Background: an optimization exercise with open tools, aiming at small area, a short achievable clock period and few clock cycles. Do not read the settings as production practice.
RTL that was checked went through simulation tests only; none was proved equivalent to the original.
No functional check of the RTL was part of runs 5 and 6.
No activity file was given, so power comes from the tool's default toggle rates.

--- design/flow/design.v ---
`default_nettype none
package lri_pkg;
    localparam int COLOR_W   = 32;
    localparam int CHAN_W    = 8;
    localparam int NUM_COLOR = 4;
endpackage
`default_nettype wire
`default_nettype none
module lri_divider #(
    parameter int DEN_W = 6
) (
    input  wire logic [DEN_W-1:0] r_in,
    input  wire logic [1:0]       bits,
    input  wire logic [DEN_W-1:0] den,
    input  wire logic [DEN_W+1:0] den3,
    output logic      [1:0]       q,
    output logic      [DEN_W-1:0] r_out
);
    logic [DEN_W+1:0] t;
    logic [DEN_W+2:0] d1, d2, d3;
    always_comb begin
        t  = {r_in, bits};
        d1 = {1'b0, t} - {3'b0, den};
        d2 = {1'b0, t} - {2'b0, den, 1'b0};
        d3 = {1'b0, t} - {1'b0, den3};
        if (!d3[DEN_W+2]) begin
            q     = 2'd3;
            r_out = d3[DEN_W-1:0];
        end else if (!d2[DEN_W+2]) begin
            q     = 2'd2;
            r_out = d2[DEN_W-1:0];
        end else if (!d1[DEN_W+2]) begin
            q     = 2'd1;
            r_out = d1[DEN_W-1:0];
        end else begin
            q     = 2'd0;
            r_out = t[DEN_W-1:0];
        end
    end
endmodule
`default_nettype wire
`default_nettype none
module lri_chan #(
    parameter int W = 16,
    parameter int C = 6
) (
    input  wire logic         aclk,
    input  wire logic [W-1:0] a_val,      
    input  wire logic [W-1:0] b_val,      
    input  wire logic         ld_diff,    
    input  wire logic         geo,        
    input  wire logic         geo_step,   
    input  wire logic         swap_c,     
    input  wire logic [2:0]   den_sm,     
    input  wire logic         int_en,     
    input  wire logic         int_first,  
    input  wire logic [C-1:0] den,        
    output logic      [C-1:0] r_o,        
    output logic      [1:0]   nb_o,       
    input  wire logic [1:0]   qs_i,       
    input  wire logic [C-1:0] rs_i,       
    input  wire logic         swap,       
    input  wire logic         n_load,     
    input  wire logic         stash,      
    input  wire logic         d_load,     
    input  wire logic         pw,         
    input  wire logic         step,       
    output logic      [W-1:0] v           
);
    logic [W-1:0] q_reg;                  
    logic [C-1:0] r_reg;                  
    logic         dneg_reg;               
    logic         neg_reg;                
    logic [W-1:0] v_reg;
    logic [W-1:0] inc_reg;                
    logic [C-1:0] ra_reg;                 
    logic [C:0] rb_reg;            
    logic [C:0] fr_reg;            
    logic         wneg_reg;
    logic         zz_reg;                 
    logic         zkn_reg;                
    logic         frz_reg;                
    logic [W:0]   diff;
    logic [1:0]   q0, qs;
    logic [C-1:0] r0, rs;
    logic [1:0]   sbits, nbits;
    logic [C-1:0] ra_n;
    logic [C:0] rb_n, fr_n, fr_nx;
    logic         carry;
    logic [W:0]   vsum;
    logic [W-1:0] fsel;
    assign diff  = {1'b0, b_val} - {1'b0, a_val};
    localparam bit LATE_CPL = W > 8;
    assign nbits = q_reg[W-1 -: 2] ^ {2{LATE_CPL && dneg_reg}};
    assign sbits = nbits;
    assign r_o   = r_reg;
    assign nb_o  = sbits;
    assign qs    = qs_i;
    assign rs    = rs_i;
    assign fsel  = swap ? b_val : a_val;
    always_comb begin
        q0 = '0;
        r0 = C'(nbits);
        if (den_sm[0]) begin
            q0 = nbits;
            r0 = '0;
        end else if (den_sm[1]) begin
            q0 = {1'b0, nbits[1]};
            r0 = C'(nbits[0]);
        end else if (den_sm[2] && (nbits == 2'd3)) begin
            q0 = 2'd1;
            r0 = '0;
        end
    end
    always_comb begin
        ra_n  = r_reg + C'(dneg_reg);
        rb_n  = ({1'b0, ra_n}) - ({1'b0, den});
        fr_n  = neg_reg ? {1'b0, ra_n} : rb_n;
        carry = !fr_reg[C] && !(zz_reg && frz_reg);
        fr_nx = fr_reg + (carry ? rb_reg : ({1'b0, ra_reg}));
        vsum  = {v_reg, 1'b1} + {inc_reg, carry ^ wneg_reg};
    end
    always_ff @(posedge aclk) begin
        if (ld_diff) begin
            dneg_reg <= diff[W];
            q_reg    <= diff[W-1:0] ^ {W{!LATE_CPL && diff[W]}};
        end else if (geo) begin
            neg_reg <= dneg_reg ^ swap_c;
            if (geo_step)
                q_reg <= {q_reg[W-3:0], q0};
        end else if (int_en) begin
            q_reg <= {q_reg[W-3:2], q_reg[1:0] ^ {2{neg_reg && int_first}},
                      qs ^ {2{neg_reg}}};
        end
        if (geo)
            r_reg <= geo_step ? r0 : '0;
        else if (int_en)
            r_reg <= rs;
    end
    always_ff @(posedge aclk) begin
        if (n_load || stash) begin
            ra_reg   <= ra_n;
            rb_reg   <= rb_n;
            fr_reg   <= fr_n;
            frz_reg  <= fr_n == '0;
            wneg_reg <= neg_reg;
        end else if (step) begin
            fr_reg  <= fr_nx;
            frz_reg <= fr_nx == '0;
        end
        if (n_load || stash) begin
            zz_reg  <= neg_reg;
            zkn_reg <= 1'b0;
        end else if (step) begin
            zz_reg  <= wneg_reg || ((zkn_reg || frz_reg) ? zz_reg : !pw);
            zkn_reg <= zkn_reg || frz_reg;
        end
        if (n_load || d_load)
            inc_reg <= q_reg;
        else if (stash)
            inc_reg <= fsel;
        if (n_load)
            v_reg <= fsel;
        else if (d_load)
            v_reg <= inc_reg;
        else if (step)
            v_reg <= vsum[W:1];
    end
    assign v = v_reg;
endmodule
module line_rasterizer_interpolated
#(
    parameter int COORD_BITS = 6,
    parameter int DEPTH_BITS = 16,
    parameter int FRAC_BITS  = 16
) (
    input  wire logic                 aclk,
    input  wire logic                 aresetn,
    input  wire logic                 s_tvalid,
    output logic                      s_tready,
    input  wire logic [((2*(2*COORD_BITS+DEPTH_BITS+32)+7)/8)*8-1:0] s_tdata,
    output logic                      m_tvalid,
    input  wire logic                 m_tready,
    output logic [((2*COORD_BITS+DEPTH_BITS+32+7)/8)*8-1:0] m_tdata,
    output logic                      m_tlast
);
    localparam int C      = COORD_BITS;
    localparam int CW     = lri_pkg::CHAN_W;
    localparam int NC     = lri_pkg::NUM_COLOR;
    localparam int PT_W   = 2*C + DEPTH_BITS + lri_pkg::COLOR_W;
    localparam int OUT_W  = ((2*C + DEPTH_BITS + NC*CW + 7) / 8) * 8;
    localparam int E_W    = C + 2;
    localparam int N_INT  = DEPTH_BITS/2 - 1;
    localparam int C_INT  = CW/2 - 1;
    logic [C-1:0] xa, ya, xb, yb;
    logic [C:0]   dxp, dxn, dyp, dyn;      
    assign xa = s_tdata[C-1:0];
    assign ya = s_tdata[2*C-1:C];
    assign xb = s_tdata[PT_W+C-1:PT_W];
    assign yb = s_tdata[PT_W+2*C-1:PT_W+C];
    assign dxp = {1'b0, xb} - {1'b0, xa};
    assign dxn = {1'b0, xa} - {1'b0, xb};
    assign dyp = {1'b0, yb} - {1'b0, ya};
    assign dyn = {1'b0, ya} - {1'b0, yb};
    logic st_idle, st_geo, st_int, st_rdy, st_hold;
    logic [2:0] cnt_reg;
    logic       cx_reg, cy_reg;        
    logic [C-1:0] adx_reg, ady_reg;
    logic         xgt_reg, ygt_reg;
    logic [C-1:0] span_reg, nmin_reg;
    logic [C+1:0] span3_reg;
    logic         xmaj_reg, swap_reg, up_reg;
    logic         xmaj_c, swap_c, up_c;
    logic [C-1:0] span_c, nmin_c;
    logic [C+1:0] span3_c;
    logic [2:0]   span_sm;
    always_comb begin
        xmaj_c  = ady_reg < adx_reg;
        swap_c  = xmaj_c ? xgt_reg : ygt_reg;
        span_c  = xmaj_c ? adx_reg : ady_reg;
        nmin_c  = xmaj_c ? ady_reg : adx_reg;
        for (int k = 0; k < 3; k++)
            span_sm[k] = xmaj_c ? (adx_reg == C'(k+1)) : (ady_reg == C'(k+1));
        span3_c = xmaj_c ? ({2'b00, adx_reg} + {1'b0, adx_reg, 1'b0})
                         : ({2'b00, ady_reg} + {1'b0, ady_reg, 1'b0});
        up_c    = xmaj_c ? (swap_c ? ygt_reg : !ygt_reg)
                         : (swap_c ? xgt_reg : !xgt_reg);
    end
    logic vld_reg, last_reg, pend_reg;
    logic accept, take, n_load, stash, d_load, step, pend_clear;
    logic ld_diff, geo, int_d;
    logic int_last;
    logic sready_reg, rdy_n, pend_n, vld_n, last_n;
    assign s_tready   = sready_reg;
    assign accept     = s_tvalid && s_tready;
    assign take       = vld_reg && m_tready;
    assign pend_clear = pend_reg && m_tready;
    assign n_load     = accept && (!vld_reg || m_tready);
    assign stash      = accept && vld_reg && !m_tready;
    assign d_load     = pend_clear;
    assign step       = take && !last_reg;
    assign ld_diff = st_idle;
    assign geo     = st_geo;
    assign int_d   = st_int;
    assign int_last = cnt_reg == 3'(N_INT-1);
    always_ff @(posedge aclk) begin
        if (!aresetn) begin
            st_idle  <= 1'b1;
            st_geo   <= 1'b0;
            st_int   <= 1'b0;
            st_rdy   <= 1'b0;
            st_hold  <= 1'b0;
            cnt_reg  <= '0;
            cx_reg   <= 1'b0;
            cy_reg   <= 1'b0;
        end else begin
            st_idle  <= (st_idle && !s_tvalid) || (st_rdy && accept && !stash) ||
                        (st_hold && pend_clear);
            st_geo   <= st_idle && s_tvalid;
            st_int   <= st_geo || (st_int && !int_last);
            st_rdy   <= rdy_n;
            st_hold  <= (st_rdy && stash) || (st_hold && !pend_clear);
            cnt_reg  <= st_int ? cnt_reg + 1'b1 : '0;
            cx_reg   <= st_geo || (st_int && (cnt_reg < 3'(C_INT-1)));
            cy_reg   <= st_int && (cnt_reg >= 3'(C_INT-1)) && (cnt_reg < 3'(2*C_INT-1));
        end
    end
    always_ff @(posedge aclk) begin
        if (ld_diff) begin
            xgt_reg <= dxp[C];
            ygt_reg <= dyp[C];
            adx_reg <= dxp[C] ? dxn[C-1:0] : dxp[C-1:0];
            ady_reg <= dyp[C] ? dyn[C-1:0] : dyp[C-1:0];
        end
        if (geo) begin
            span_reg   <= span_c;
            span3_reg  <= span3_c;
            nmin_reg   <= nmin_c;
            xmaj_reg   <= xmaj_c;
            swap_reg   <= swap_c;
            up_reg     <= up_c;
        end
    end
    logic [DEPTH_BITS-1:0] zv;
    logic [CW-1:0]         cv [NC];
    logic [C-1:0]          dr, drs;
    logic [1:0]            dnb, dqs;
    logic [C-1:0]          cr [NC];
    logic [1:0]            cnb [NC];
    logic [C-1:0]          crs [NC/2];
    logic [1:0]            cqs [NC/2];
    lri_chan #(.W(DEPTH_BITS), .C(C)) u_depth (
        .aclk     (aclk),
        .a_val    (s_tdata[2*C+DEPTH_BITS-1:2*C]),
        .b_val    (s_tdata[PT_W+2*C+DEPTH_BITS-1:PT_W+2*C]),
        .ld_diff  (ld_diff),  .geo (geo), .geo_step (1'b1),
        .swap_c   (swap_c),   .den_sm (span_sm),
        .int_en   (int_d),    .int_first (st_int && (cnt_reg == '0)),
        .den      (span_reg),
        .r_o      (dr),       .nb_o (dnb), .qs_i (dqs), .rs_i (drs),
        .swap     (swap_reg),
        .n_load   (n_load),   .stash (stash), .d_load (d_load),
        .pw       (pw_reg),   .step (step),
        .v        (zv)
    );
    lri_divider #(.DEN_W(C)) u_dstep (
        .r_in (dr),  .bits (dnb), .den (span_reg), .den3 (span3_reg),
        .q    (dqs), .r_out (drs)
    );
    for (genvar p = 0; p < NC/2; p++) begin : g_pair
        lri_divider #(.DEN_W(C)) u_cstep (
            .r_in (cy_reg ? cr[2*p+1] : cr[2*p]),
            .bits (cy_reg ? cnb[2*p+1] : cnb[2*p]),
            .den  (span_reg), .den3 (span3_reg),
            .q    (cqs[p]),   .r_out (crs[p])
        );
    end
    for (genvar k = 0; k < NC; k++) begin : g_col
        lri_chan #(.W(CW), .C(C)) u_col (
            .aclk     (aclk),
            .a_val    (s_tdata[PT_W-1-CW*k -: CW]),
            .b_val    (s_tdata[2*PT_W-1-CW*k -: CW]),
            .ld_diff  (ld_diff),  .geo (geo), .geo_step (1'b1),
            .swap_c   (swap_c),   .den_sm (span_sm),
            .int_en   ((k % 2 == 0) ? cx_reg : cy_reg),
            .int_first(st_int && (cnt_reg == ((k % 2 == 0) ? 3'd0 : 3'(C_INT)))),
            .den      (span_reg),
            .r_o      (cr[k]),    .nb_o (cnb[k]), .qs_i (cqs[k/2]), .rs_i (crs[k/2]),
            .swap     (swap_reg),
            .n_load   (n_load),   .stash (stash), .d_load (d_load),
            .pw       (pw_reg),   .step (step),
            .v        (cv[k])
        );
    end
    logic             wxmaj_reg, wup_reg;
    logic [C-1:0]     x_reg, y_reg, left_reg;
    logic [E_W-1:0] e_reg;
    logic [C-1:0]     inca_reg;               
    logic [C:0] incb_reg;              
    logic [E_W-1:0] e_add;
    logic             mstep;
    logic [C-1:0]     xs0, ys0;
    logic [C:0]       cp1_reg;                
    logic             pw_reg;
    assign rdy_n  = (st_int && int_last) || (st_rdy && !accept);
    assign pend_n = stash || (pend_reg && !pend_clear);
    assign vld_n  = accept || (vld_reg && !(take && last_reg && !pend_reg));
    assign last_n = (n_load || d_load) ? (span_reg == '0)
                  : (step ? (left_reg == C'(1)) : last_reg);
    always_ff @(posedge aclk) begin
        if (!aresetn)
            sready_reg <= 1'b0;
        else
            sready_reg <= rdy_n && !pend_n && (!vld_n || last_n);
    end
    always_comb begin
        xs0   = swap_reg ? xb : xa;
        ys0   = swap_reg ? yb : ya;
        e_add = e_reg + ({1'b0, inca_reg, 1'b0});
        mstep = !e_add[E_W-1];
    end
    always_ff @(posedge aclk) begin
        if (!aresetn) begin
            vld_reg  <= 1'b0;
            pend_reg <= 1'b0;
        end else begin
            if (accept)
                vld_reg <= 1'b1;
            else if (take && last_reg && !pend_reg)
                vld_reg <= 1'b0;
            if (stash)
                pend_reg <= 1'b1;
            else if (pend_clear)
                pend_reg <= 1'b0;
        end
    end
    always_ff @(posedge aclk) begin
        if (n_load || d_load) begin
            wxmaj_reg <= xmaj_reg;
            wup_reg   <= up_reg;
            left_reg  <= span_reg;
            last_reg  <= span_reg == '0;
            e_reg     <= E_W'(0) - E_W'(span_reg);
            inca_reg  <= nmin_reg;
            incb_reg  <= ({1'b0, nmin_reg}) - ({1'b0, span_reg});
        end else if (stash) begin
            left_reg  <= xs0;
            e_reg     <= E_W'(ys0);
        end else if (step) begin
            left_reg  <= left_reg - 1'b1;
            last_reg  <= left_reg == C'(1);
            e_reg     <= mstep ? (e_reg + ({incb_reg, 1'b0})) : e_add;
        end
        if (n_load) begin
            x_reg <= xs0;
            y_reg <= ys0;
        end else if (d_load) begin
            x_reg <= left_reg;
            y_reg <= e_reg[C-1:0];
        end else if (step) begin
            if (wxmaj_reg) begin
                x_reg <= x_reg + 1'b1;
                if (mstep)
                    y_reg <= wup_reg ? (y_reg + 1'b1) : (y_reg - 1'b1);
            end else begin
                y_reg <= y_reg + 1'b1;
                if (mstep)
                    x_reg <= wup_reg ? (x_reg + 1'b1) : (x_reg - 1'b1);
            end
        end
    end
    always_comb begin
        pw_reg = 1'b0;
        for (int k = 1; k <= C; k++)
            if (cp1_reg == (C+1)'(1 << k))
                pw_reg = 1'b1;
    end
    always_ff @(posedge aclk) begin
        if (n_load || stash)
            cp1_reg <= (C+1)'(2);
        else if (step)
            cp1_reg <= cp1_reg + 1'b1;
    end
    assign m_tvalid = vld_reg;
    assign m_tlast  = last_reg;
    assign m_tdata  = OUT_W'({cv[3], cv[2], cv[1], cv[0], zv, y_reg, x_reg});
endmodule
`default_nettype wire
--- design/flow/flow/run.sh ---
#!/bin/bash
# Standard layout, with two changes: the port buffers are made from plain
# buffers (sky130_fd_sc_hd__buf_2) instead of the delay buffers buffer_ports
# picks, and clock tree synthesis adds no dummy loads.
set -euo pipefail
export BUFFER_PORTS_ARGS="-buffer_cell sky130_fd_sc_hd__buf_2"
export CTS_ARGS="-sink_clustering_enable -repair_clock_nets -buf_list sky130_fd_sc_hd__clkbuf_8 -sink_clustering_size 16 -sink_clustering_max_diameter 60 -dont_use_dummy_load"
bash standard.sh > standard.log 2>&1
--- design/flow/standard.sh ---
#!/bin/bash
# synth_recipe.tcl (not shown) runs the flow's synth.tcl, then flattens the netlist and writes it again
# the make line also repeats each setting of config.mk as NAME=value (left out here)
make -C /OpenROAD-flow-scripts/flow DESIGN_CONFIG=/design/flow/config.mk WORK_HOME=/design/flow/orfs CLKGATE_MAP_FILE= SYNTH_SCRIPT=/design/flow/synth_recipe.tcl "${@:-finish}"
--- design/flow/config.mk ---
export PLATFORM = sky130hd
export DESIGN_NAME = line_rasterizer_interpolated
export DESIGN_NICKNAME = line_rasterizer_interpolated
export VERILOG_FILES = /design/flow/design.v
export SDC_FILE = /design/flow/constraint.sdc
export NUM_CORES = 4
export LEC_CHECK = 0
export CAP_MARGIN = 5
export CORE_MARGIN = 2
export CORE_UTILIZATION = 40
export CTS_CLUSTER_DIAMETER = 80
export CTS_CLUSTER_SIZE = 24
export SETUP_SLACK_MARGIN = 4.3
export SLEW_MARGIN = 5
--- design/flow/constraint.sdc ---
create_clock -name core_clock -period 7.5 [get_ports {aclk}]
set_input_delay 1.5000 -clock core_clock [delete_from_list [all_inputs] [get_ports {aclk}]]
set_output_delay 1.5000 -clock core_clock [all_outputs]
set_load 0.01 [all_outputs]
==> impl_metrics.tcl, run 1 <==
set metrics [dict create \
    outcome "no timing/DRC/antenna violations" \
    fin_skew_ns 0.110 \
    synth_warnings 9 \
    final.period_utilization 0.425 \
    clkSinkCount 402 \
    min_period_ns 3.19 \
    die_h_um 279 \
    ys_types 89 \
    vias 23600 \
    pin_count 191 \
    ant_nets 0 \
    fin_nets 3747 \
    setup-violations-final 0 \
    drive_gt1_frac 0.172 \
    post-route-util 0.461 \
    gr-total-overflow 0 \
    power_leakage_nw 14.1 \
    wl_um 84300 \
    cts_buffer_depth 3 \
    fillers 7129 \
    initial_core_util 0.405 \
    grt_pass1_vias 22200 \
    cts-root-buf "clkbuf_8" \
    drt_iter0_markers 1948 \
    routedWlPerCell_um 19.8 \
    cts_tree "yes" \
    yosys-top-cells-area "edfxtp_1 37%, ha_1 12%, xnor2_1 4.6%, a21oi_1 3.9%, mux2i_1 3.6%" \
    crit_type "primary input to register" \
    cap_violations 0 \
    die_w_um 279 \
    slew_headroom 0.273 \
    fmax_ghz 0.314 \
    power_density_nw_per_um2 220 \
    ir_worst_vdd_mv 0.109 \
    rows 100 \
    core_um2 74800 \
    worst_skew_pair.late_latency_ns 0.67 \
    avgSynthCellArea_um2 9.98 \
    rsz0062_at_grt "true" \
    grt.total_usage 0.210 \
    grt_pass1_wl_um 128000 \
    crit_required_ns 7.82 \
    slew_violations 0 \
    synth_top_area_frac 0.373 \
    min_from "xmaj_reg" \
    fin_setup_tns_ns 0 \
    whs_ns 0.397 \
    async_flop_share 0 \
    end_kind "register" \
    clk_pin_slew_ns 0.11 \
    area_growth_pct 13.8 \
    vias_per_cell 5.53 \
    yosysSeqAreaShare 0.390 \
    netlist_area_um2 30300 \
    cts_made_buffers 43 \
    synth_edf_count 377 \
    arrival_ns 3.51 \
    htreeDepth 2 \
    grt_max_degree 77 \
    gp_congestion 0.886 \
    cp-start-kind "primary input" \
    dr.pass1.iters 5 \
    synth-main-ff-cell "edfxtp_1" \
    grt_antenna_before_repair 6 \
    yosys_register_bits 402 \
    yosys-top-cells-count "377 x edfxtp_1, 293 x ha_1, 246 x nor2_1" \
    synth_cells 3040 \
    finalHoldViolCount 0 \
    hpwlAfterDp_um 61600 \
    worst_slew_pin_slew_ns 1.09 \
    die_area_um2 78100 \
    drc 0 \
    cp-startpoint "s_tdata[6]" \
    hold_buffers 0 \
    worst-path-max-fanout 3 \
    io_buffers 186 \
    r2r_start "u_depth.dneg_reg" \
    synth_area_leader_cell "edfxtp_1" \
    synth.most_common_cell "edfxtp_1" \
    hold_path_class "register to register" \
]
[per-stage QoR]
step / total power, W / area (um^2) / cells / setup slack (ns)
finish: 0.00760 / 34500 / 4262 / 4.31
global placement: 0.00602 / 32700 / 4118 / 3.24
global route: 0.00810 / 34500 / 4261 / 4.24
detailed placement: 0.00604 / 32700 / 4118 / 3.17
floorplan: 0.00527 / 30800 / 3043 / 3.83
CTS: 0.00739 / 33700 / 4188 / 4.28
[final cells by class]
class / instances / area [um^2] / area share
Multi-Input combinational cell: 2304 / 17900 / 0.519
Sequential cell: 402 / 11800 / 0.343
Timing Repair Buffer: 310 / 1970 / 0.0572
Tap cell: 969 / 1210 / 0.0351
Inverter: 231 / 972 / 0.0282
Clock buffer: 43 / 592 / 0.0172
Antenna cell: 3 / 7.51 / 0.000218
[cell families after synthesis]
family,share of synthesized area
xor gates and xnor gates,0.0731
and+or+nand+nor,0.119
adders and majority gates,0.146
buffers and inverters,0.0426
AOI/OAI and AO/OA,0.166
muxes,0.0631
DFF,0.390
other,0.000124
[path summary, 6_finish.rpt]
| check | to | slack, ns | cells after the start |
|---|---|---|---|
| max | ady_reg[5] | 4.31 | 10 |
| max reg2reg | u_depth.q_reg[0] | 4.38 | 12 |
| min reg2reg | wxmaj_reg | 0.40 | 0 |
| min | wxmaj_reg | 0.40 | 0 |
[critical path, cell delays in order]
cell,delay (ns)
buf_4,0.13
ha_4,0.16
fa_2,0.36
inv_2,0.06
a21oi_2,0.05
o21bai_2,0.20
a311oi_4,0.13
mux2_4,0.33
or4_4,0.40
a22o_1,0.18
[power by group]
group	total, W	leakage [nW]	switching, W	internal (W)
Clock	0.00128	0.309	0.000767	0.000510
Sequential	0.00302	3.69	0.000216	0.00280
Combinational	0.00330	10.1	0.00181	0.00149
[placed cells by master, fill, tap and decap left out, types with 23 or more instances in the layout]
cell,netlist,final
nand2_1,196,189
o21bai_1,24,23
fa_1,38,28
nor2_1,246,239
a211oi_1,52,51
inv_1,225,208
nor2b_1,64,63
o21ai_0,104,103
nand3_1,55,55
buf_4,5,112
mux2_2,68,63
xor2_1,87,85
nand2b_1,35,33
ha_1,293,273
xnor2_1,161,160
o21ai_1,57,54
clkbuf_8,0,43
o21a_1,36,36
buf_2,7,181
nor3_1,61,61
a21oi_1,235,225
mux2i_1,108,103
a21o_1,56,56
edfxtp_1,377,377
[metal layers]
layer / GRT usage / share of wire
met3: 0.0311 / 0.059
met4: 0.0609 / 0.027
met2: 0.336 / 0.46
met1: 0.294 / 0.46
met5: 0 / 0.00047
[what timing repair did]
action | CTS | global route
resized for setup | 40 | 68
endpoints found under the setup margin | 154 | 84
cloned | 0 | 1
setup buffers | 27 | 70
pin swaps | 10 | 32
Testbench counts, summed over its fixed seeds: cycles 38,956.
==> inputs of run 2 (changes only) <==
--- a/design/flow/config.mk
+++ b/design/flow/config.mk
@@ -12,3 +12,3 @@
 export CTS_CLUSTER_SIZE = 24
-export SETUP_SLACK_MARGIN = 4.3
+export SETUP_SLACK_MARGIN = 4.1
 export SLEW_MARGIN = 5
==> impl_metrics.tcl, run 2 <==
set metrics [dict create \
    multi_input_area_um2 17600 \
    cts_tree "yes" \
    seqCellArea_um2 11800 \
    async_flop_share 0 \
    grt_antenna_before_repair 7 \
    drc 0 \
    grt.total_usage 0.205 \
    arrival_ns 3.68 \
    drive_gt1_frac 0.137 \
    pin_count 191 \
    yosys-top-cells-area "edfxtp_1 37%, ha_1 12%, xnor2_1 4.6%, a21oi_1 3.9%, mux2i_1 3.6%" \
    end_kind "register" \
    htreeDepth 2 \
    grt_pass1_wl_um 125000 \
    placed_area_um2 32500 \
    finalHoldViolCount 0 \
    worst_skew_pair.late_latency_ns 0.65 \
    netlist_area_um2 30300 \
    rows 100 \
    synth_cells 3040 \
    vias_per_cell 5.49 \
    setup-violations-final 0 \
    synth_warnings 9 \
    synth.most_common_cell "edfxtp_1" \
    r2r_cells 12 \
    fin_setup_tns_ns 0 \
    dr.pass1.iters 6 \
    grt_max_degree 73 \
    hpwlAfterDp_um 60700 \
    hold_path_class "register to register" \
    area_growth_pct 10.4 \
    yosys_register_bits 402 \
    clkSinkCount 402 \
    final.period_utilization 0.446 \
    fillers 7167 \
    die_w_um 279 \
    slew_violations 0 \
    die_h_um 279 \
    worstHoldEndpoint "wxmaj_reg" \
    ant_nets 0 \
    worst-path-max-fanout 5 \
    synth_edf_count 377 \
    die_area_um2 78100 \
    synth_top_area_frac 0.373 \
    fin_skew_ns 0.0672 \
    initial_core_util 0.405 \
    drt_iter0_markers 1453 \
    synth-main-ff-cell "edfxtp_1" \
    ir_worst_vdd_mv 0.110 \
    min_from "xmaj_reg" \
    cp-start-kind "register" \
    min_period_ns 3.35 \
    power_leakage_nw 13.7 \
    fmax_ghz 0.299 \
    fin_nets 3677 \
    ff2ff_setup_slack_ns 4.15 \
    post-route-util 0.448 \
    cts-root-buf "clkbuf_8" \
    rsz0062_at_grt "true" \
    power_density_nw_per_um2 220 \
    whs_path_depth 0 \
    most-common-layout-cells "377 x edfxtp_1, 289 x ha_1, 243 x nor2_1" \
    vias 23000 \
    synth_area_leader_cell "edfxtp_1" \
    routedWlPerCell_um 19.4 \
    cts_made_buffers 40 \
    ys_types 89 \
    wl_um 81400 \
    grt_pass1_vias 22200 \
    gp_congestion 0.879 \
    slew_headroom 0.374 \
    crit_type "register to register" \
    gr-total-overflow 0 \
    yosys-top-cells-count "377 x edfxtp_1, 293 x ha_1, 246 x nor2_1" \
    r2r_start "u_depth.q_reg[14]" \
    outcome "no timing/DRC/antenna violations" \
    worst_slew_pin_slew_ns 0.931 \
    yosysSeqAreaShare 0.390 \
    core_um2 74800 \
    cts_buffer_depth 3 \
    avgSynthCellArea_um2 9.98 \
    cap_violations 0 \
    clk_pin_slew_ns 0.10 \
    crit_required_ns 7.84 \
    io_buffers 186 \
    r2r-end "u_depth.r_reg[0]" \
    final_common_cell "edfxtp_1" \
    stdcell_area_um2 33500 \
]
==> run 2: worst max path at each step <==
stage	end	slack (ns)	start	cells after the start
CTS	g_col[0].u_col.q_reg[0]	4.02	adx_reg[5]	12
finish	u_depth.r_reg[0]	4.15	u_depth.q_reg[14]	12
global route	g_col[0].u_col.q_reg[0]	3.99	adx_reg[5]	12
floorplan	ady_reg[5]	3.82	s_tdata[66]	10
detailed placement	g_col[2].u_col.v_reg[6]	3.17	s_tvalid	8
global placement	g_col[1].u_col.v_reg[6]	3.19	s_tvalid	8
==> run 2: worst max-delay path: stages, from the launching register on <==
cell	delay, ns
edfxtp_1	0.56
xnor2_2	0.33
ha_2	0.27
inv_4	0.06
fa_2	0.40
a211oi_4	0.28
o21bai_2	0.11
a2111oi_4	0.30
buf_4	0.20
inv_2	0.05
a21oi_4	0.17
mux2i_1	0.10
a32o_1	0.21
==> run 2: final cells by class <==
class | count | share of cell area
multi-input cells | 2305 | 0.525
flip-flops and latches | 402 | 0.353
repair buffers | 242 | 0.0422
well taps | 969 | 0.0362
inverters | 231 | 0.0269
clock buffers | 40 | 0.0164
diodes | 2 | 0.000149
==> run 2: what timing repair did <==
action	in CTS	in global routing
resized for setup	13	36
pin swaps	3	17
gates cloned	1	0
hold endpoints to repair	0	0
hold buffers	0	0
buffers inserted	10	20
endpoints found under the setup margin	82	111
==> run 2: routing by layer <==
layer  track usage  share of wire
met1         0.281           0.46
met2         0.339           0.47
met3        0.0331          0.052
met4        0.0500          0.021
met5             0        0.00054
==> run 2: kinds of logic (layout without fill, tap and decap cells) <==
| family | count (synthesis) | after routing | synth area share |
|---|---|---|---|
| multiplexers | 182 | 182 | 0.0631 |
| other | 1 | 6 | 0.000124 |
| AND/OR/NAND/NOR | 765 | 766 | 0.119 |
| adder cells (fa/ha/maj) | 331 | 331 | 0.146 |
| flip-flops | 402 | 402 | 0.390 |
| AO/OA/AOI/OAI | 772 | 772 | 0.166 |
| buffers and inverters | 337 | 513 | 0.0426 |
| XOR/XNOR | 250 | 250 | 0.0731 |
==> run 2: where the power goes <==
group	internal (W)	switching (W)
clock network	0.000477	0.000767
registers	0.00280	0.000216
logic	0.00136	0.00175
total	0.00464	0.00273
==> run 2: through the flow <==
stage,hold slack (ns),setup slack (ns),cells,total power [W]
2_1_floorplan,0.400,3.82,3043,0.00526
3_3_place_gp,0.417,3.19,4118,0.00600
3_5_place_dp,0.421,3.17,4118,0.00602
4_1_cts,0.400,4.02,4169,0.00730
5_1_grt,0.406,3.99,4191,0.00786
6_report,0.410,4.15,4191,0.00737
==> inputs of run 3 (changes only) <==
--- a/design/flow/config.mk
+++ b/design/flow/config.mk
@@ -12,3 +12,3 @@
 export CTS_CLUSTER_SIZE = 24
-export SETUP_SLACK_MARGIN = 4.1
+export SETUP_SLACK_MARGIN = 4.2
 export SLEW_MARGIN = 5
==> impl_metrics.tcl, run 3 <==
set metrics [dict create \
    hold_path_class "register to register" \
    die_w_um 279 \
    fillers 7202 \
    drc 0 \
    yosys-top-cells-count "377 x edfxtp_1, 293 x ha_1, 246 x nor2_1" \
    cts_made_buffers 41 \
    cts_tree "yes" \
    rsz0062_at_grt "true" \
    area_growth_pct 11.7 \
    synthXorXnorAreaFrac 0.0731 \
    hpwlAfterDp_um 63000 \
    cap_violations 0 \
    arrival_ns 3.64 \
    wl_um 85700 \
    drive_gt1_frac 0.151 \
    clkSinkCount 402 \
    synth_top_family_by_area "compound AO/OA/AOI/OAI gates" \
    synth_area_leader_cell "edfxtp_1" \
    grt_pass1_vias 22600 \
    rows 100 \
    cts-root-buf "clkbuf_8" \
    min_period_ns 3.22 \
    yosys_register_bits 402 \
    vias 23500 \
    muxShareOfSynthArea 0.0631 \
    fmax_ghz 0.310 \
    synth_top_area_frac 0.373 \
    yosysSeqAreaShare 0.390 \
    end_kind "register" \
    post-route-util 0.453 \
    synth_edf_count 377 \
    initial_core_util 0.405 \
    fin_setup_tns_ns 0 \
    hold_buffers 0 \
    worst-path-max-fanout 7 \
    die_area_um2 78100 \
    drt_iter0_markers 1517 \
    synth-main-ff-cell "edfxtp_1" \
    fin_nets 3704 \
    slew_headroom 0.241 \
    worst_skew_pair.late_latency_ns 0.67 \
    gp_congestion 0.890 \
    avgSynthCellArea_um2 9.98 \
    power_density_nw_per_um2 220 \
    stdcell_count 4219 \
    whs_ns 0.425 \
    r2r-end "u_depth.q_reg[0]" \
    r2r_cells 12 \
    final.period_utilization 0.430 \
    grt_max_degree 73 \
    synthAdderAreaFrac 0.146 \
    pin_count 191 \
    synth_warnings 9 \
    synth_cells 3040 \
    clk_pin_slew_ns 0.09 \
    dpl.cell_count 4113 \
    slew_violations 0 \
    vias_per_cell 5.57 \
    ir_worst_vdd_mv 0.0965 \
    die_h_um 279 \
    netlist_area_um2 30300 \
    ant_nets 0 \
    synth.most_common_cell "edfxtp_1" \
    ys_types 89 \
    crit_type "register to register" \
    r2r_start "u_depth.q_reg[14]" \
    yosys.area_share.simple 0.119 \
    cp-start-kind "register" \
    routedWlPerCell_um 20.3 \
    fin_skew_ns 0.0941 \
    async_flop_share 0 \
    final_common_cell "edfxtp_1" \
    outcome "no timing/DRC/antenna violations" \
    grt_pass1_wl_um 131000 \
    grt.total_usage 0.214 \
    grt_antenna_before_repair 3 \
    yosys-top-cells-area "edfxtp_1 37%, ha_1 12%, xnor2_1 4.6%, a21oi_1 3.9%, mux2i_1 3.6%" \
    whs_path_depth 0 \
    power_leakage_nw 13.9 \
    htreeDepth 2 \
    gr-total-overflow 0 \
    finalHoldViolCount 0 \
    synth_compound_area_frac 0.166 \
    min_from "up_reg" \
    ff2ff_setup_slack_ns 4.28 \
    io_buffers 186 \
    crit_required_ns 7.91 \
    core_um2 74800 \
    dr.pass1.iters 5 \
    worst_slew_pin_slew_ns 1.13 \
    most-common-layout-cells "377 x edfxtp_1, 283 x ha_1, 243 x nor2_1" \
    setup-violations-final 0 \
    worstHoldEndpoint "wup_reg" \
    cts_buffer_depth 3 \
]
run 3: kinds of logic after synthesis:
kind of cell	after synthesis
AO/OA/AOI/OAI	772
AND/OR/NAND/NOR	765
flip-flops	402
buffers and inverters	337
adder cells (fa/ha/maj)	331
XOR/XNOR	250
multiplexers	182
other	1
run 3: final cells by class:
type / count / area, um^2 / area share
multi-input cells: 2305 / 17800 / 0.524
inverters: 231 / 926 / 0.0273
diodes: 3 / 7.51 / 0.000222
clock buffers: 41 / 564 / 0.0167
flip-flops and latches: 402 / 11800 / 0.349
well taps: 969 / 1210 / 0.0358
repair buffers: 268 / 1590 / 0.0468
run 3: per-stage QoR:
stage,instance area [um^2],worst slack (ns),power (W)
after global placement,32500,3.27,0.00602
after floorplan,30600,3.82,0.00527
after detailed placement,32500,3.21,0.00606
after CTS,33300,4.16,0.00738
final,33900,4.28,0.00747
after global routing,33900,4.10,0.00795
run 3: worst max-delay path by stage:
stage	from	end	cells past startpoint
2_1_floorplan	s_tdata[66]	ady_reg[5]	10
3_3_place_gp	m_tready	e_reg[1]	7
3_5_place_dp	s_tvalid	e_reg[1]	7
4_1_cts	u_depth.q_reg[14]	u_depth.q_reg[0]	12
5_1_grt	g_col[3].u_col.dneg_reg	g_col[3].u_col.frz_reg	11
6_report	u_depth.q_reg[14]	u_depth.q_reg[0]	12
run 3: worst max-delay path, stage by stage, from the launching register on:
cell       delay (ns)
edfxtp_1         0.52
xnor2_2          0.25
ha_2             0.24
inv_2            0.06
fa_2             0.38
a211oi_4         0.29
o21bai_2         0.11
a2111oi_4        0.32
buf_4            0.21
inv_2            0.05
a21oi_4          0.18
xnor2_1          0.09
a211o_1          0.28
run 3: metal layers:
| metal | GRT usage | up-vias | share of wire |
|---|---|---|---|
| met2 | 0.347 | 607 | 0.46 |
| met3 | 0.0319 | 89 | 0.060 |
| met1 | 0.301 | 11300 | 0.46 |
| met4 | 0.0518 | 0 | 0.019 |
| met5 | 0 | - | 0 |
| li1 | - | 11500 | - |
run 3: what timing repair did:
item                                    4_1_cts  5_1_grt
setup buffers                                18       43
pin swaps                                     7       15
resized for setup                            19       43
gates cloned                                  1        0
endpoints found under the setup margin      143      103
run 3: power by group:
group / leakage (nW) / internal (W) / switching (W)
combinational: 9.91 / 0.00140 / 0.00178
sequential: 3.69 / 0.00280 / 0.000227
clock: 0.295 / 0.000487 / 0.000781
==> inputs of run 4 (changes only) <==
--- a/design/flow/config.mk
+++ b/design/flow/config.mk
@@ -12,3 +12,3 @@
 export CTS_CLUSTER_SIZE = 24
-export SETUP_SLACK_MARGIN = 4.2
+export SETUP_SLACK_MARGIN = 4.45
 export SLEW_MARGIN = 5
==> impl_metrics.tcl, run 4 <==
set metrics [dict create \
    power.share.clock 0.164 \
    grt_antenna_before_repair 5 \
    rsz0062_at_grt "true" \
    post-route-util 0.474 \
    synth_cells 3040 \
    arrival_ns 3.51 \
    synth_top_area_frac 0.373 \
    grt_pass1_wl_um 131000 \
    vias_per_cell 5.53 \
    synth_area_leader_cell "edfxtp_1" \
    power.share.switching 0.371 \
    power_leakage_nw 14.5 \
    gp_congestion 0.879 \
    slew_headroom 0.428 \
    setup-violations-final 0 \
    grt_pass1_vias 23100 \
    finalHoldViolCount 0 \
    slew_violations 0 \
    fin_setup_tns_ns 0 \
    drt_iter0_markers 1683 \
    ir_worst_vdd_mv 0.122 \
    crit_type "register to register" \
    gr-total-overflow 0 \
    cp-startpoint "u_depth.q_reg[14]" \
    dr.pass1.iters 5 \
    whs_ns 0.449 \
    core_um2 74800 \
    die_w_um 279 \
    p_comb_frac 0.445 \
    die_h_um 279 \
    cap_violations 0 \
    vias 23800 \
    end_kind "register" \
    dp_slack_ns 3.16 \
    wl_um 85500 \
    netlist_area_um2 30300 \
    pin_count 191 \
    synth_warnings 9 \
    synth_edf_count 377 \
    fin_skew_ns 0.116 \
    r2r_start "u_depth.q_reg[14]" \
    cts-root-buf "clkbuf_8" \
    yosysSeqAreaShare 0.390 \
    p_seq_frac 0.391 \
    grt.total_usage 0.215 \
    drc 0 \
    hold_path_class "register to register" \
    routedWlPerCell_um 19.9 \
    whs_path_depth 1 \
    clkSinkCount 402 \
    fillers 7053 \
    yosys-top-cells-area "edfxtp_1 37%, ha_1 12%, xnor2_1 4.6%, a21oi_1 3.9%, mux2i_1 3.6%" \
    worst-path-max-fanout 4 \
    hold_buffers 0 \
    initial_core_util 0.405 \
    async_flop_share 0 \
    outcome "no timing/DRC/antenna violations" \
    fin_ws_ns 4.35 \
    cts_made_buffers 41 \
    cts_tree "yes" \
    grt_max_degree 81 \
    ant_nets 0 \
    min_from "cnt_reg[0]" \
    avgSynthCellArea_um2 9.98 \
    clk_pin_slew_ns 0.07 \
    drive_gt1_frac 0.205 \
    p_switching_w 0.00287 \
    worstHoldEndpoint "cnt_reg[0]" \
    fin_nets 3790 \
    p_int_w 0.00487 \
    yosys_register_bits 402 \
    die_area_um2 78100 \
    hpwlAfterDp_um 62000 \
    r2r_cells 11 \
    htreeDepth 2 \
    finalPower_w 0.00774 \
    cts_buffer_depth 3 \
    worst_skew_pair.late_latency_ns 0.68 \
    ys_types 89 \
    crit_required_ns 7.86 \
    area_growth_pct 16.9 \
    rows 100 \
    synth.most_common_cell "edfxtp_1" \
    fmax_ghz 0.318 \
    min_period_ns 3.15 \
    final.period_utilization 0.420 \
    io_buffers 186 \
    power_density_nw_per_um2 218 \
    final_common_cell "edfxtp_1" \
    ff2ff_setup_slack_ns 4.35 \
    yosys-top-cells-count "377 x edfxtp_1, 293 x ha_1, 246 x nor2_1" \
    r2r-end "u_depth.q_reg[0]" \
    most-common-layout-cells "377 x edfxtp_1, 264 x ha_1, 242 x nor2_1" \
    synth-main-ff-cell "edfxtp_1" \
    worst_slew_pin_slew_ns 0.851 \
    cp-start-kind "register" \
]
==> run 4: cell count changes in the layout (fill, tap and decap cells not counted), sizes merged <==
cell / previous run / this run
nor2: 247 / 248
inv: 226 / 227
bufinv: 0 / 1
clkbuf: 43 / 42
clkinvlp: 5 / 4
buf: 266 / 351
==> run 4: layer usage <==
layer / vias up / wire, um / global-route usage
met3: 110 / 4750 / 0.0336
met2: 622 / 39500 / 0.349
met4: 4 / 2160 / 0.0583
met5: - / 24 / 0
li1: 11700 / - / -
met1: 11400 / 39100 / 0.297
==> run 4: power by group through the flow <==
stage / registers, W / logic (W) / clock network [W]
after detailed placement: 0.00308 / 0.00298 / 0
after global routing: 0.00305 / 0.00383 / 0.00137
after global placement: 0.00308 / 0.00296 / 0
after floorplan: 0.00297 / 0.00235 / 0
after CTS: 0.00302 / 0.00316 / 0.00131
final: 0.00303 / 0.00344 / 0.00127
==> run 4: logic make-up (layout without fill, tap and decap cells) <==
family,Yosys count,after routing,synth area share
fa+ha+maj,331,331,0.146
xor+xnor,250,250,0.0731
mux,182,182,0.0631
other cells,1,7,0.000124
flops,402,402,0.390
compound gates,772,772,0.166
simple gates,765,767,0.119
buf+inv,337,625,0.0426
==> run 4: worst max-delay path by stage <==
stage,to,slack (ns),depth (start not counted)
after floorplan,ady_reg[5],3.83,10
after global placement,g_col[2].u_col.frz_reg,3.24,8
after detailed placement,g_col[2].u_col.frz_reg,3.16,8
after CTS,u_depth.q_reg[0],4.28,11
after global routing,u_depth.q_reg[0],4.19,11
final,u_depth.q_reg[0],4.35,11
==> run 4: critical path, cell delays in order, from the launching register on <==
cell and delay, ns:
edfxtp_1 0.54, xnor2_4 0.32, ha_4 0.21, inv_4 0.04
fa_2 0.38, a211oi_4 0.24, o21bai_2 0.12, a2111oi_4 0.40
inv_2 0.08, a21oi_4 0.18, xnor2_1 0.09, a211o_1 0.29
==> run 4: metrics by stage <==
| step | area [um^2] | instances |
|---|---|---|
| 3_3_place_gp | 32800 | 4115 |
| 5_1_grt | 35500 | 4305 |
| 3_5_place_dp | 32800 | 4115 |
| 4_1_cts | 34200 | 4223 |
| 6_report | 35500 | 4305 |
| 2_1_floorplan | 31000 | 3043 |
==> run 4: layout make-up <==
type	instances	area, um^2	area share
multi-input combinational	2306	18500	0.521
tap	969	1210	0.0342
sequential	402	11800	0.334
antenna	3	7.51	0.000212
clock buffer	41	564	0.0159
inverter	231	1010	0.0284
timing repair buffer	352	2370	0.0668
timing repair inverter	1	8.76	0.000247
==> run 4: repair_timing <==
item / CTS / global route
pin swaps: 30 / 65
buffers inserted: 64 / 79
setup endpoints to repair: 285 / 129
cloned: 3 / 0
resized for setup: 72 / 120
hold endpoints to repair: 0 / 0
==> inputs of run 5 (changes only) <==
--- a/design/flow/design.v
+++ b/design/flow/design.v
@@ -123,4 +123,4 @@
     always_ff @(posedge aclk) begin
+        dneg_reg <= diff[W];
         if (ld_diff) begin
-            dneg_reg <= diff[W];
             q_reg    <= diff[W-1:0] ^ {W{!LATE_CPL && diff[W]}};
@@ -268,8 +268,6 @@
     always_ff @(posedge aclk) begin
-        if (ld_diff) begin
-            xgt_reg <= dxp[C];
-            ygt_reg <= dyp[C];
-            adx_reg <= dxp[C] ? dxn[C-1:0] : dxp[C-1:0];
-            ady_reg <= dyp[C] ? dyn[C-1:0] : dyp[C-1:0];
-        end
+        xgt_reg <= dxp[C];
+        ygt_reg <= dyp[C];
+        adx_reg <= dxp[C] ? dxn[C-1:0] : dxp[C-1:0];
+        ady_reg <= dyp[C] ? dyn[C-1:0] : dyp[C-1:0];
         if (geo) begin
==> impl_metrics.tcl, run 5 <==
set metrics [dict create \
    met2_usage 0.353 \
    seqCellArea_um2 11600 \
    fin_nets 3732 \
    core_um2 73100 \
    area_growth_pct 20.6 \
    min_period_ns 3.16 \
    ir_worst_vdd_mv 0.126 \
    routedWlPerCell_um 19.3 \
    slowest_delay_ns 0.49 \
    setup-violations-final 0 \
    grt_max_degree 108 \
    ys_types 76 \
    clkSinkCount 402 \
    slew_violations 0 \
    critPathSlowestCell "edfxtp_1" \
    synth.most_common_cell "edfxtp_1" \
    grt_pass1_vias 22300 \
    clk_pin_slew_ns 0.10 \
    io_buffers 186 \
    crit_top_cell "xnor2_2" \
    arrival_ns 3.57 \
    outcome "no timing/DRC/antenna violations" \
    netlist_area_um2 29500 \
    fillers 6786 \
    fin_skew_ns 0.0872 \
    die_w_um 276 \
    vias 22700 \
    cts-root-buf "clkbuf_8" \
    grt_antenna_before_repair 3 \
    cp-start-kind "register" \
    hold_buffers 0 \
    ff2ff_setup_slack_ns 4.34 \
    most-common-layout-cells "358 x edfxtp_1, 256 x ha_1, 221 x nand2_1" \
    fin_setup_tns_ns 0 \
    rsz0062_at_grt "true" \
    finalPower_w 0.00787 \
    hpwlAfterDp_um 57400 \
    cp-startpoint "u_depth.q_reg[14]" \
    slew_headroom 0.275 \
    cts_made_buffers 40 \
    critPathTopFamily "compound AO/OA/AOI/OAI gates" \
    ant_nets 0 \
    drc 0 \
    r2r_start "u_depth.q_reg[14]" \
    crit_required_ns 7.91 \
    final.period_utilization 0.421 \
    worst_slew_pin_slew_ns 1.06 \
    yosys_register_bits 402 \
    synth_warnings 9 \
    critPathBufInv 2 \
    worst-path-max-fanout 4 \
    drive_gt1_frac 0.244 \
    die_h_um 276 \
    grt.total_usage 0.208 \
    crit_type "register to register" \
    power_leakage_nw 14.7 \
    pin_count 191 \
    synth_cells 2950 \
    cap_violations 0 \
    gr-max-usage-layer "met2" \
    die_area_um2 76000 \
    synth_top_area_frac 0.364 \
    finalHoldViolCount 0 \
    multi_input_area_um2 18500 \
    grt_util_met1 0.279 \
    dr.pass1.iters 6 \
    grt_pass1_wl_um 124000 \
    cts_buffer_depth 3 \
    gr-total-overflow 0 \
    drt_iter0_markers 1355 \
    final_common_cell "edfxtp_1" \
    rows 99 \
    yosys-top-cells-count "358 x edfxtp_1, 293 x ha_1, 232 x a21oi_1" \
    path_cells "xnor2_2, ha_2, inv_4, fa_2, a21o_1, a21oi_2, o21bai_1, a21oi_1, o21ai_1, buf_4, nand3b_1, xnor2_2, o21ai_2, o21a_1" \
    synth_edf_count 358 \
    htreeDepth 2 \
    synth_area_leader_cell "edfxtp_1" \
    worst_skew_pair.late_latency_ns 0.65 \
    initial_core_util 0.404 \
    wl_um 81600 \
    end_kind "register" \
    fmax_ghz 0.316 \
    yosys-top-cells-area "edfxtp_1 36%, ha_1 12%, xnor2_1 5.2%, a21oi_1 3.9%, o21ai_0 3.7%" \
    avgSynthCellArea_um2 10.0 \
    grtUsageMet3 0.0296 \
    hold_path_class "register to register" \
    power_density_nw_per_um2 221 \
    gp_congestion 0.846 \
    synth-main-ff-cell "edfxtp_1" \
    min_from "up_reg" \
    vias_per_cell 5.36 \
    yosysSeqAreaShare 0.394 \
    cts_tree "yes" \
    async_flop_share 0 \
]
run 5: stage by stage:
stage | hold slack, ns | instance area (um^2) | setup slack (ns) | util | std cells
6_report | 0.422 | 35600 | 4.34 | 0.488 | 4235
5_1_grt | 0.437 | 35600 | 4.21 | 0.488 | 4235
4_1_cts | 0.430 | 33900 | 4.31 | 0.463 | 4144
3_5_place_dp | 0.424 | 31900 | 3.00 | 0.437 | 4021
3_3_place_gp | 0.401 | 31900 | 3.09 | 0.437 | 4021
2_1_floorplan | 0.400 | 30000 | 3.94 | - | 2953
run 5: path summary, 6_finish.rpt:
path	cells past startpoint	endpoint
worst max register to register	14	u_depth.q_reg[1]
worst min register to register	0	wup_reg
worst min-delay path	0	wup_reg
worst max-delay path	14	u_depth.q_reg[1]
run 5: layout make-up:
cell class                      count  area share
Multi-Input combinational cell   2240       0.521
Sequential cell                   402       0.327
Timing Repair Buffer              378      0.0780
Tap cell                          959      0.0337
Inverter                          215      0.0254
Clock buffer                       40      0.0155
Antenna cell                        1   0.0000702
run 5: layer usage:
metal / wire length [um] / part of all wire / up-vias
met5: 0 / 0 / -
met4: 1900 / 0.023 / 0
met3: 3650 / 0.045 / 111
met2: 39100 / 0.48 / 460
met1: 37000 / 0.45 / 10900
li1: - / - / 11300
run 5: repair_timing:
item | 4_1_cts | 5_1_grt
setup buffers | 80 | 89
cloned | 3 | 1
pin swaps | 68 | 133
endpoints found under the setup margin | 294 | 196
resized for setup | 163 | 229
run 5: where the power goes:
part           leakage, nW  switching [W]  internal, W
sequential            3.67       0.000215      0.00278
combinational         10.8        0.00186      0.00178
clock                0.288       0.000758     0.000477
total                 14.7        0.00283      0.00503
run 5: cells by family (layout without fill, tap and decap cells):
family	Yosys count	in the layout	share of synthesized area
adders and majority gates	331	331	0.150
xor gates and xnor gates	270	270	0.0801
DFF	402	402	0.394
other	1	5	0.000127
muxes	190	190	0.0680
buffers and inverters	313	633	0.0407
and+or+nand+nor	694	694	0.111
AOI/OAI and AO/OA	749	751	0.157
==> inputs of run 6 (changes only) <==
==> design/flow/flow/run.sh (replaced) <==
#!/bin/bash
# Standard layout (the standard.sh, unchanged synthesis), with two changes:
# - the port buffers are plain buffers (sky130_fd_sc_hd__buf_2) instead of the
#   delay buffers buffer_ports picks by default;
# - clock tree synthesis uses clkbuf_8 buffers, sink clusters of up to 16
#   sinks within 60 um, and no dummy loads (CTS_ARGS replaces the CTS_CLUSTER_*
#   settings of config.mk).
# All tool output goes to standard.log here; ORFS also keeps its per-step logs
# under orfs/logs.
set -euo pipefail
export BUFFER_PORTS_ARGS="-buffer_cell sky130_fd_sc_hd__buf_2"
export CTS_ARGS="-sink_clustering_enable -repair_clock_nets -buf_list sky130_fd_sc_hd__clkbuf_8 -sink_clustering_size 16 -sink_clustering_max_diameter 60 -dont_use_dummy_load"
bash standard.sh > standard.log 2>&1
--- a/design/flow/config.mk
+++ b/design/flow/config.mk
@@ -12,3 +12,3 @@
 export CTS_CLUSTER_SIZE = 24
-export SETUP_SLACK_MARGIN = 4.45
+export SETUP_SLACK_MARGIN = 4.2
 export SLEW_MARGIN = 5
==> impl_metrics.tcl, run 6 <==
set metrics [dict create \
    cts_tree "yes" \
    setup-violations-final 0 \
    routedWlPerCell_um 19.0 \
    initial_core_util 0.404 \
    grt_max_degree 105 \
    gr-total-overflow 0 \
    fin_setup_tns_ns 0 \
    most-common-layout-cells "358 x edfxtp_1, 278 x ha_1, 223 x nand2_1" \
    cts-root-buf "clkbuf_8" \
    wl_um 78500 \
    min_from "up_reg" \
    pin_count 191 \
    num_antenna_cells 0 \
    slew_violations 0 \
    hold_path_class "register to register" \
    whs_path_depth 0 \
    final.period_utilization 0.442 \
    power_density_nw_per_um2 219 \
    synth_top_area_frac 0.364 \
    clkSinkCount 402 \
    fin_ws_ns 4.18 \
    hpwlAfterDp_um 57300 \
    cts_made_buffers 39 \
    vias_per_cell 5.39 \
    synth.most_common_cell "edfxtp_1" \
    r2r-end "u_depth.v_reg[15]" \
    gp_congestion 0.854 \
    hold_buffers 0 \
    worst-path-max-fanout 4 \
    synth_cells 2950 \
    grt.total_usage 0.204 \
    min_period_ns 3.32 \
    grt_pass1_vias 21500 \
    yosysSeqAreaShare 0.394 \
    avgSynthCellArea_um2 10.0 \
    drc 0 \
    drt_iter0_markers 1453 \
    clk_pin_slew_ns 0.10 \
    fillers 6888 \
    rows 99 \
    synth_area_leader_cell "edfxtp_1" \
    netlist_area_um2 29500 \
    worst_skew_pair.late_latency_ns 0.66 \
    fin_skew_ns 0.103 \
    die_h_um 276 \
    drive_gt1_frac 0.173 \
    area_growth_pct 13.2 \
    whs_ns 0.418 \
    rsz0062_at_grt "true" \
    ant_nets 0 \
    async_flop_share 0 \
    ys_types 76 \
    synth_warnings 9 \
    core_um2 73100 \
    yosys-top-cells-count "358 x edfxtp_1, 293 x ha_1, 232 x a21oi_1" \
    dp_slack_ns 2.73 \
    ff2ff_setup_slack_ns 4.18 \
    worst_slew_pin_slew_ns 1.00 \
    die_w_um 276 \
    dr.pass1.iters 5 \
    vias 22300 \
    r2r_start "u_depth.zz_reg" \
    post-route-util 0.457 \
    r2r_cells 12 \
    fin_nets 3629 \
    synth_edf_count 358 \
    cap_violations 0 \
    arrival_ns 3.70 \
    grt_pass1_wl_um 121000 \
    fmax_ghz 0.302 \
    die_area_um2 76000 \
    worstHoldEndpoint "wup_reg" \
    htreeDepth 2 \
    cts_buffer_depth 3 \
    io_buffers 186 \
    crit_type "register to register" \
    ir_worst_vdd_mv 0.116 \
    final_common_cell "edfxtp_1" \
    grt_antenna_before_repair 1 \
    end_kind "register" \
    cp-startpoint "u_depth.zz_reg" \
    slew_headroom 0.331 \
    yosys-top-cells-area "edfxtp_1 36%, ha_1 12%, xnor2_1 5.2%, a21oi_1 3.9%, o21ai_0 3.7%" \
    power_leakage_nw 13.9 \
    finalHoldViolCount 0 \
    crit_required_ns 7.88 \
    outcome "no timing/DRC/antenna violations" \
    synth-main-ff-cell "edfxtp_1" \
    yosys_register_bits 402 \
    cp-start-kind "register" \
]
==> run 6: cell count changes in the layout (fill, tap and decap cells not counted), sizes merged <==
cell    previous run  this run
bufbuf             1         0
diode              1         0
clkbuf            42        41
buf              375       273
nor2             181       182
==> run 6: how the worst max path moves through the flow <==
stage	to	slack, ns	depth (start not counted)
2_1_floorplan	g_col[2].u_col.q_reg[0]	3.94	13
5_1_grt	u_depth.v_reg[15]	4.06	12
3_5_place_dp	g_col[3].u_col.inc_reg[0]	2.73	8
3_3_place_gp	g_col[0].u_col.inc_reg[3]	2.89	8
4_1_cts	g_col[0].u_col.q_reg[1]	4.20	14
6_report	u_depth.v_reg[15]	4.18	12
==> run 6: critical path: stages, from the launching register on <==
cell	delay, ns
edfxtp_1	0.46
a21oi_4	0.24
xor2_4	0.16
fa_2	0.43
a21o_1	0.21
and2_4	0.19
o21bai_4	0.16
a211oi_4	0.10
o41ai_4	0.47
nor4b_2	0.10
a311oi_2	0.31
xor2_1	0.18
mux2i_1	0.09
==> run 6: where the power goes <==
| part | internal, W | total (W) | switching (W) |
|---|---|---|---|
| sequential | 0.00278 | 0.00297 | 0.000197 |
| clock | 0.000465 | 0.00121 | 0.000746 |
| combinational | 0.00145 | 0.00314 | 0.00170 |
| total | 0.00469 | 0.00733 | 0.00264 |
==> run 6: cell families (layout without fill, tap and decap cells) <==
kind of cell	Yosys count	after routing	synth area share
AO/OA/AOI/OAI	749	751	0.157
XOR/XNOR	270	270	0.0801
adder cells (fa/ha/maj)	331	331	0.150
buffers and inverters	313	529	0.0407
flip-flops	402	402	0.394
multiplexers	190	190	0.0680
other	1	4	0.000127
AND/OR/NAND/NOR	694	695	0.111
==> run 6: cell type report <==
| type | instances | area, um^2 | share of cell area |
|---|---|---|---|
| multi-input cells | 2241 | 17500 | 0.523 |
| well taps | 959 | 1200 | 0.0359 |
| repair buffers | 275 | 1670 | 0.0499 |
| clock buffers | 39 | 537 | 0.0161 |
| flip-flops and latches | 402 | 11600 | 0.348 |
| inverters | 215 | 895 | 0.0268 |
==> run 6: layer usage <==
metal	vias to the layer above	share of wire	global-route usage	routed length [um]
li1	11100	-	-	-
met1	10700	0.47	0.282	36700
met2	454	0.47	0.337	36700
met3	96	0.044	0.0297	3480
met4	2	0.022	0.0480	1690
met5	-	0.00015	0	12
==> run 6: repair_timing <==
action                                  4_1_cts  5_1_grt
pin swaps                                     7       37
endpoints found under the setup margin      179      110
setup buffers                                22       43
gates cloned                                  1        2
gates resized for setup                      43       83
==> run 6: through the flow <==
step,power [W],instance area [um^2],instances
floorplan,0.00517,29900,2953
global placement,0.00586,31800,4024
detailed placement,0.00589,31800,4024
CTS,0.00721,32800,4086
global route,0.00784,33400,4131
finish,0.00733,33400,4131
==> inputs of run 7 (changes only) <==
--- a/design/flow/design.v
+++ b/design/flow/design.v
@@ -123,4 +123,4 @@
     always_ff @(posedge aclk) begin
-        dneg_reg <= diff[W];
         if (ld_diff) begin
+            dneg_reg <= diff[W];
             q_reg    <= diff[W-1:0] ^ {W{!LATE_CPL && diff[W]}};
@@ -268,6 +268,8 @@
     always_ff @(posedge aclk) begin
-        xgt_reg <= dxp[C];
-        ygt_reg <= dyp[C];
-        adx_reg <= dxp[C] ? dxn[C-1:0] : dxp[C-1:0];
-        ady_reg <= dyp[C] ? dyn[C-1:0] : dyp[C-1:0];
+        if (ld_diff) begin
+            xgt_reg <= dxp[C];
+            ygt_reg <= dyp[C];
+            adx_reg <= dxp[C] ? dxn[C-1:0] : dxp[C-1:0];
+            ady_reg <= dyp[C] ? dyn[C-1:0] : dyp[C-1:0];
+        end
         if (geo) begin
--- a/design/flow/config.mk
+++ b/design/flow/config.mk
@@ -12,3 +12,3 @@
 export CTS_CLUSTER_SIZE = 24
-export SETUP_SLACK_MARGIN = 4.2
+export SETUP_SLACK_MARGIN = 4.45
 export SLEW_MARGIN = 5
==> impl_metrics.tcl, run 7 <==
set metrics [dict create \
    critPathTopFamily "compound AO/OA/AOI/OAI gates" \
    hpwlAfterDp_um 62000 \
    seqCellArea_um2 11800 \
    p_comb_frac 0.445 \
    drive_gt1_frac 0.205 \
    cts-root-buf "clkbuf_8" \
    critPathBufInv 2 \
    gp_congestion 0.879 \
    synth.most_common_cell "edfxtp_1" \
    cap_violations 0 \
    p_int_w 0.00487 \
    grt_pass1_vias 23100 \
    wl_um 85500 \
    multi_input_area_um2 18500 \
    cts_buffer_depth 3 \
    yosys-top-cells-area "edfxtp_1 37%, ha_1 12%, xnor2_1 4.6%, a21oi_1 3.9%, mux2i_1 3.6%" \
    hold_buffers 0 \
    worst_slew_pin_slew_ns 0.851 \
    grt_antenna_before_repair 5 \
    pin_count 191 \
    power.share.clock 0.164 \
    fin_nets 3790 \
    crit_required_ns 7.86 \
    io_buffers 186 \
    most-common-layout-cells "377 x edfxtp_1, 264 x ha_1, 242 x nor2_1" \
    synth_cells 3040 \
    finalHoldViolCount 0 \
    dpl.cell_count 4115 \
    slowest_delay_ns 0.54 \
    post-route-util 0.474 \
    worst_skew_pair.late_latency_ns 0.68 \
    clk_pin_slew_ns 0.07 \
    htreeDepth 2 \
    critPathSlowestCell "edfxtp_1" \
    slew_headroom 0.428 \
    async_flop_share 0 \
    p_switching_w 0.00287 \
    yosysSeqAreaShare 0.390 \
    yosys_register_bits 402 \
    fin_setup_tns_ns 0 \
    ir_worst_vdd_mv 0.122 \
    fin_skew_ns 0.116 \
    setup-violations-final 0 \
    path_cells "xnor2_4, ha_4, inv_4, fa_2, a211oi_4, o21bai_2, a2111oi_4, inv_2, a21oi_4, xnor2_1, a211o_1" \
    grt_pass1_wl_um 131000 \
    stdcell_count 4305 \
    netlist_area_um2 30300 \
    cts_tree "yes" \
    yosys-top-cells-count "377 x edfxtp_1, 293 x ha_1, 246 x nor2_1" \
    clkSinkCount 402 \
    vias_per_cell 5.53 \
    end_kind "register" \
    worst-path-max-fanout 4 \
    dr.pass1.iters 5 \
    hold_path_class "register to register" \
    grt_max_degree 81 \
    synth_edf_count 377 \
    power.share.switching 0.371 \
    synth_area_leader_cell "edfxtp_1" \
    p_seq_frac 0.391 \
    min_period_ns 3.15 \
    core_um2 74800 \
    slew_violations 0 \
    rows 100 \
    fillers 7053 \
    arrival_ns 3.51 \
    die_w_um 279 \
    grt.total_usage 0.215 \
    power_leakage_nw 14.5 \
    ff2ff_setup_slack_ns 4.35 \
    final.period_utilization 0.420 \
    rsz0062_at_grt "true" \
    synth-main-ff-cell "edfxtp_1" \
    fmax_ghz 0.318 \
    crit_type "register to register" \
    drt_iter0_markers 1683 \
    routedWlPerCell_um 19.9 \
    gr-total-overflow 0 \
    cp-start-kind "register" \
    die_h_um 279 \
    vias 23800 \
    power_density_nw_per_um2 218 \
    ant_nets 0 \
    cts_made_buffers 41 \
    die_area_um2 78100 \
    area_growth_pct 16.9 \
    initial_core_util 0.405 \
    final_common_cell "edfxtp_1" \
    avgSynthCellArea_um2 9.98 \
    drc 0 \
    ys_types 89 \
    synth_top_area_frac 0.373 \
    outcome "no timing/DRC/antenna violations" \
    synth_warnings 9 \
]
## run 7: cell count changes after synthesis, moves of 13 or more
cell and delta:
a211oi_1 +13, a21o_1 -24, dfxtp_1 -19, edfxtp_1 +19, nand2_1 -33, nor2_1 +66
nor3_1 +33, o21a_1 +20, o21ai_0 -115, o21ai_1 +57, xnor2_1 -14
## run 7: area by class of cell
type	instances	area share
timing repair buffer	352	0.0668
clock buffer	41	0.0159
sequential	402	0.334
inverter	231	0.0284
antenna	3	0.000212
multi-input combinational	2306	0.521
timing repair inverter	1	0.000247
tap	969	0.0342
## run 7: kinds of logic after synthesis
| family | Yosys count | share of synthesized area |
|---|---|---|
| AOI/OAI and AO/OA | 772 | 0.166 |
| xor gates and xnor gates | 250 | 0.0731 |
| and+or+nand+nor | 765 | 0.119 |
| DFF | 402 | 0.390 |
| buffers and inverters | 337 | 0.0426 |
| adders and majority gates | 331 | 0.146 |
| muxes | 182 | 0.0631 |
| other | 1 | 0.000124 |
## run 7: path summary, 6_finish.rpt
kind	depth (start not counted)	endpoint	from
worst min register to register	1	cnt_reg[0]	cnt_reg[0]
worst min-delay path	1	cnt_reg[0]	cnt_reg[0]
worst max-delay path	11	u_depth.q_reg[0]	u_depth.q_reg[14]
worst max register to register	11	u_depth.q_reg[0]	u_depth.q_reg[14]
## run 7: metal layers
metal	GRT usage	wire, um
met1	0.297	39100
met2	0.349	39500
met3	0.0336	4750
met4	0.0583	2160
met5	0	24
## run 7: repair_timing
action	4_1_cts	5_1_grt
buffers inserted	64	79
gates resized for setup	72	120
hold endpoints to repair	0	0
pin swaps	30	65
cloned	3	0
endpoints found under the setup margin	285	129
## run 7: power groups by stage
stage	logic, W	clock network [W]	registers, W
6_report	0.00344	0.00127	0.00303
5_1_grt	0.00383	0.00137	0.00305
4_1_cts	0.00316	0.00131	0.00302
3_5_place_dp	0.00298	0	0.00308
3_3_place_gp	0.00296	0	0.00308
2_1_floorplan	0.00235	0	0.00297
## run 7: stage by stage
stage | hold slack [ns] | setup WS, ns | total power (W) | area, um^2
floorplan | 0.400 | 3.83 | 0.00531 | 31000
global placement | 0.432 | 3.24 | 0.00604 | 32800
detailed placement | 0.436 | 3.16 | 0.00606 | 32800
CTS | 0.447 | 4.28 | 0.00749 | 34200
global route | 0.452 | 4.19 | 0.00824 | 35500
finish | 0.449 | 4.35 | 0.00774 | 35500
Testbench counts of run 7, summed over its fixed seeds: cycles 38,956.

[what the ideal ports hide]
The results above use ideal ports. As a check the final layouts listed here were re-extracted and re-timed, cells and wires unchanged. Step 1, drivers: a clkbuf_16 drives aclk and a buf_2 each remaining input, both assumed. Step 2 moves the port delays by t, midway between the first and last clock arrival at a register: inputs arrive t later, outputs are due t later. That takes back most of the time a late clock gives input paths. Three values: ideal, step 1, step 2; two values: the first two.
run | t, ns | setup slack, ns | worst setup path after step 2 | clock arrival spread, ns | worst data-port slew with drivers (ns)
run 1 | 0.668 | 4.311 / 4.324 / 3.655 | input to register | 0.110 / 0.109 | 0.15
run 2 | 0.682 | 4.155 / 4.155 / 3.533 | input to register | 0.069 / 0.069 | 0.14
run 3 | 0.682 | 4.276 / 4.276 / 3.639 | input to register | 0.103 / 0.103 | 0.07
run 4 | 0.685 | 4.353 / 4.353 / 3.691 | input to register | 0.116 / 0.116 | 0.13
run 5 | 0.681 | 4.339 / 4.339 / 3.682 | input to register | 0.100 / 0.100 | 0.08
run 6 | 0.666 | 4.185 / 4.185 / 3.618 | input to register | 0.104 / 0.104 | 0.08
run 7 | 0.685 | 4.353 / 4.353 / 3.691 | input to register | 0.116 / 0.116 | 0.13
After both steps every run listed still meets setup and hold.
